This is an optimization exercise on Yosys and OpenROAD, whose aim is small area, not a production implementation. Only simulation tests tie the RTL to the original design; equivalence was not proved. Power and IR drop assume default switching activity.

red:
## process_engine
module process_engine (
  input  logic        clock,
  input  logic        reset,
  input  logic        input_valid,
  input  logic [1:0]  opcode,
  input  logic [15:0] key,
  input  logic [15:0] wr_data,
  output logic        stall,
  output logic        output_valid,
  output logic [15:0] val_out,
  output logic [2:0]  rescode
);
Size: about 2000 cells after synthesis, roughly 58 I/O pins, about 39000 um^2 of cells after synthesis.
==> module process_engine, before the edit <==
module process_engine (
  input  logic        clock,
  input  logic        reset,
  input  logic        input_valid,
  input  logic [1:0]  opcode,
  input  logic [15:0] key,
  input  logic [15:0] wr_data,
  output logic        stall,
  output logic        output_valid,
  output logic [15:0] val_out,
  output logic [2:0]  rescode
);
  localparam int SW = 29;
  localparam int NS = 4;
  localparam int LW = NS * SW;
  localparam int NB = 16;
  logic [LW-1:0] ring [NB];
  logic [3:0]    phase;      
  logic          sweeping;   
  logic [3:0]    hash;
  logic          key_zero;
  logic          is_insert, is_delete;
  logic [NS-1:0] v, m;
  logic          any_hit, any_free, ok_now, fire, we;
  logic [2:0]    code;
  logic [SW-1:0] slot0;
  logic          found_r;
  assign hash      = key[3:0] ^ key[7:4] ^ key[11:8] ^ key[15:12];
  assign key_zero  = (key == 16'd0);
  assign is_insert = (opcode == 2'd2);
  assign is_delete = (opcode == 2'd3);
  always_comb begin
    for (int s = 0; s < NS; s++) begin
      v[s] = ring[0][s*SW] && !sweeping;
      m[s] = v[s] && (ring[0][s*SW+1 +: 12] == key[11:0]);
    end
  end
  assign any_hit  = |m;
  assign any_free = !(&v);
  always_comb begin
    if (any_hit)                                 ok_now = m[0];
    else if (is_insert && any_free && !key_zero) ok_now = !v[0];
    else                                         ok_now = 1'b1;
  end
  assign stall = !((phase == hash) && ok_now);
  assign fire  = input_valid && !stall && (opcode != 2'd0);
  assign we    = fire && ((is_insert && (any_hit || (any_free && !key_zero))) ||
                          (is_delete && any_hit));
  always_comb begin
    case (opcode)
      2'd1:    code = any_hit ? 3'd1 : 3'd0;
      2'd2:    code = any_hit ? 3'd3 : (any_free ? 3'd2 : 3'd4);
      2'd3:    code = any_hit ? 3'd5 : 3'd0;
      default: code = 3'd0;
    endcase
  end
  assign slot0[0]      = we ? !is_delete : v[0];
  assign slot0[1 +: 28] = we ? {wr_data, key[11:0]} : ring[0][1 +: 28];
  always_ff @(posedge clock) begin
    for (int i = 0; i < NB - 1; i++) begin
      ring[i] <= ring[i+1];
    end
    for (int s = 1; s < NS; s++) begin
      ring[NB-1][(s-1)*SW]          <= v[s];
      ring[NB-1][(s-1)*SW+1 +: 28]  <= ring[0][s*SW+1 +: 28];
    end
    ring[NB-1][(NS-1)*SW +: SW] <= slot0;
  end
  always_ff @(posedge clock) begin
    if (reset) begin
      phase        <= 4'd0;
      sweeping     <= 1'b1;
      output_valid <= 1'b0;
    end else begin
      phase        <= phase + 4'd1;
      if (&phase) sweeping <= 1'b0;
      output_valid <= fire;
    end
  end
  always_ff @(posedge clock) begin
    rescode <= code;
    found_r <= (opcode == 2'd1) && any_hit;
  end
  assign val_out = found_r ? ring[NB-1][(NS-1)*SW+13 +: 16] : 16'd0;
endmodule
Settings: LEC_CHECK=0, ABC_AREA=0, CAP_MARGIN=20, CORE_MARGIN=2, CORE_UTILIZATION=70, SLEW_MARGIN=20; clock period 5.0 ns.
standard.sh (not shown) runs the stock make flow with config.mk's settings and CLKGATE_MAP_FILE= SYNTH_SCRIPT=/design/flow/synth_recipe.tcl, a recipe that flattens the netlist after the stock synthesis.
==> flow/flow/run.sh <==
#!/bin/bash
# The standard layout, with clock tree and port buffer arguments of our own
set -euo pipefail
export CTS_ARGS="-sink_clustering_enable -repair_clock_nets -dont_use_dummy_load -buf_list \"sky130_fd_sc_hd__clkbuf_8\" -sink_clustering_size 16 -sink_clustering_max_diameter 40"
export BUFFER_PORTS_ARGS="-buffer_cell sky130_fd_sc_hd__buf_1"
bash standard.sh > standard_flow.log 2>&1
For orange, these inputs were changed with respect to red:
diff --git a/flow/design.v b/flow/design.v
--- a/flow/design.v
+++ b/flow/design.v
@@ -42,49 +42,51 @@
   localparam int LW = NS * SW;
   localparam int NB = 16;
   logic [LW-1:0] ring [NB];
   logic [3:0]    phase;      
   logic          sweeping;   
-  logic [3:0]    hash;
-  logic          key_zero;
+  logic          h_valid;
+  logic [1:0]    h_op;
+  logic [3:0]    h_hash;
+  logic [11:0]   h_key;
+  logic          h_key_zero;
+  logic [15:0]   h_data;
   logic          is_insert, is_delete;
   logic [NS-1:0] v, m;
   logic          any_hit, any_free, ok_now, fire, we;
   logic [2:0]    code;
   logic [SW-1:0] slot0;
   logic          found_r;
-  assign hash      = key[3:0] ^ key[7:4] ^ key[11:8] ^ key[15:12];
-  assign key_zero  = (key == 16'd0);
-  assign is_insert = (opcode == 2'd2);
-  assign is_delete = (opcode == 2'd3);
+  assign is_insert = (h_op == 2'd2);
+  assign is_delete = (h_op == 2'd3);
   always_comb begin
     for (int s = 0; s < NS; s++) begin
       v[s] = ring[0][s*SW] && !sweeping;
-      m[s] = v[s] && (ring[0][s*SW+1 +: 12] == key[11:0]);
+      m[s] = v[s] && (ring[0][s*SW+1 +: 12] == h_key);
     end
   end
   assign any_hit  = |m;
   assign any_free = !(&v);
   always_comb begin
-    if (any_hit)                                 ok_now = m[0];
-    else if (is_insert && any_free && !key_zero) ok_now = !v[0];
-    else                                         ok_now = 1'b1;
+    if (any_hit)                                   ok_now = m[0];
+    else if (is_insert && any_free && !h_key_zero) ok_now = !v[0];
+    else                                           ok_now = 1'b1;
   end
-  assign stall = !((phase == hash) && ok_now);
-  assign fire  = input_valid && !stall && (opcode != 2'd0);
-  assign we    = fire && ((is_insert && (any_hit || (any_free && !key_zero))) ||
+  assign fire  = h_valid && (phase == h_hash) && ok_now;
+  assign stall = h_valid && !fire;
+  assign we    = fire && ((is_insert && (any_hit || (any_free && !h_key_zero))) ||
                           (is_delete && any_hit));
   always_comb begin
-    case (opcode)
+    case (h_op)
       2'd1:    code = any_hit ? 3'd1 : 3'd0;
       2'd2:    code = any_hit ? 3'd3 : (any_free ? 3'd2 : 3'd4);
       2'd3:    code = any_hit ? 3'd5 : 3'd0;
       default: code = 3'd0;
     endcase
   end
-  assign slot0[0]      = we ? !is_delete : v[0];
-  assign slot0[1 +: 28] = we ? {wr_data, key[11:0]} : ring[0][1 +: 28];
+  assign slot0[0]       = we ? !is_delete : v[0];
+  assign slot0[1 +: 28] = we ? {h_data, h_key} : ring[0][1 +: 28];
   always_ff @(posedge clock) begin
     for (int i = 0; i < NB - 1; i++) begin
       ring[i] <= ring[i+1];
     end
     for (int s = 1; s < NS; s++) begin
@@ -96,17 +98,26 @@
   always_ff @(posedge clock) begin
     if (reset) begin
       phase        <= 4'd0;
       sweeping     <= 1'b1;
       output_valid <= 1'b0;
+      h_valid      <= 1'b0;
     end else begin
       phase        <= phase + 4'd1;
       if (&phase) sweeping <= 1'b0;
       output_valid <= fire;
+      if (!stall) h_valid <= input_valid && (opcode != 2'd0);
     end
   end
   always_ff @(posedge clock) begin
+    if (!stall) begin
+      h_op       <= opcode;
+      h_hash     <= key[3:0] ^ key[7:4] ^ key[11:8] ^ key[15:12];
+      h_key      <= key[11:0];
+      h_key_zero <= (key == 16'd0);
+      h_data     <= wr_data;
+    end
     rescode <= code;
-    found_r <= (opcode == 2'd1) && any_hit;
+    found_r <= (h_op == 2'd1) && any_hit;
   end
   assign val_out = found_r ? ring[NB-1][(NS-1)*SW+13 +: 16] : 16'd0;
 endmodule
## What came out
| final cycle utilization of the critical path | orange vs red | 0.35 points higher |
Part of the total power dissipated in the clock network on orange is down relative to red.
Delta (orange minus red): post-layout utilization of the core about even, sequential cell count shows an increase of about 2%, number of fill cells went down.

## separate check: timing with driven ports
How much do the figures lean on ideal ports? The routed layouts below were timed once more, with nothing changed but the port constraints.
Step 1: set_driving_cell puts a clkbuf_16 on clock and a buf_2 on each other input, an assumption about the parent block.
Step 2 adds t to the input delays and takes it off the output delays; t is the mean of the earliest and latest rising clock arrival at the registers after step 1. Input paths then give back, and output paths get back, about the clock's delay inside the block.
a / b / c = ideal ports / drivers / drivers and shift; a / b = the first two.
run | shift t [ns] | slack for setup (ns) | hold slack, ns | worst setup path at the end | latest minus earliest clock arrival (ns)
red | 0.806 | 0.842 / 0.783 / 0.783 | 0.278 / 0.278 / 0.278 | input to output | 0.067 / 0.067
orange | 0.786 | 0.824 / 0.771 / 1.557 | 0.283 / 0.283 / 0.283 | register to output | 0.053 / 0.054
After both steps every run listed still meets setup and hold. The setup slack of red, which loses most, moves by -0.059 ns with the drivers and by -0.059 ns with both steps.
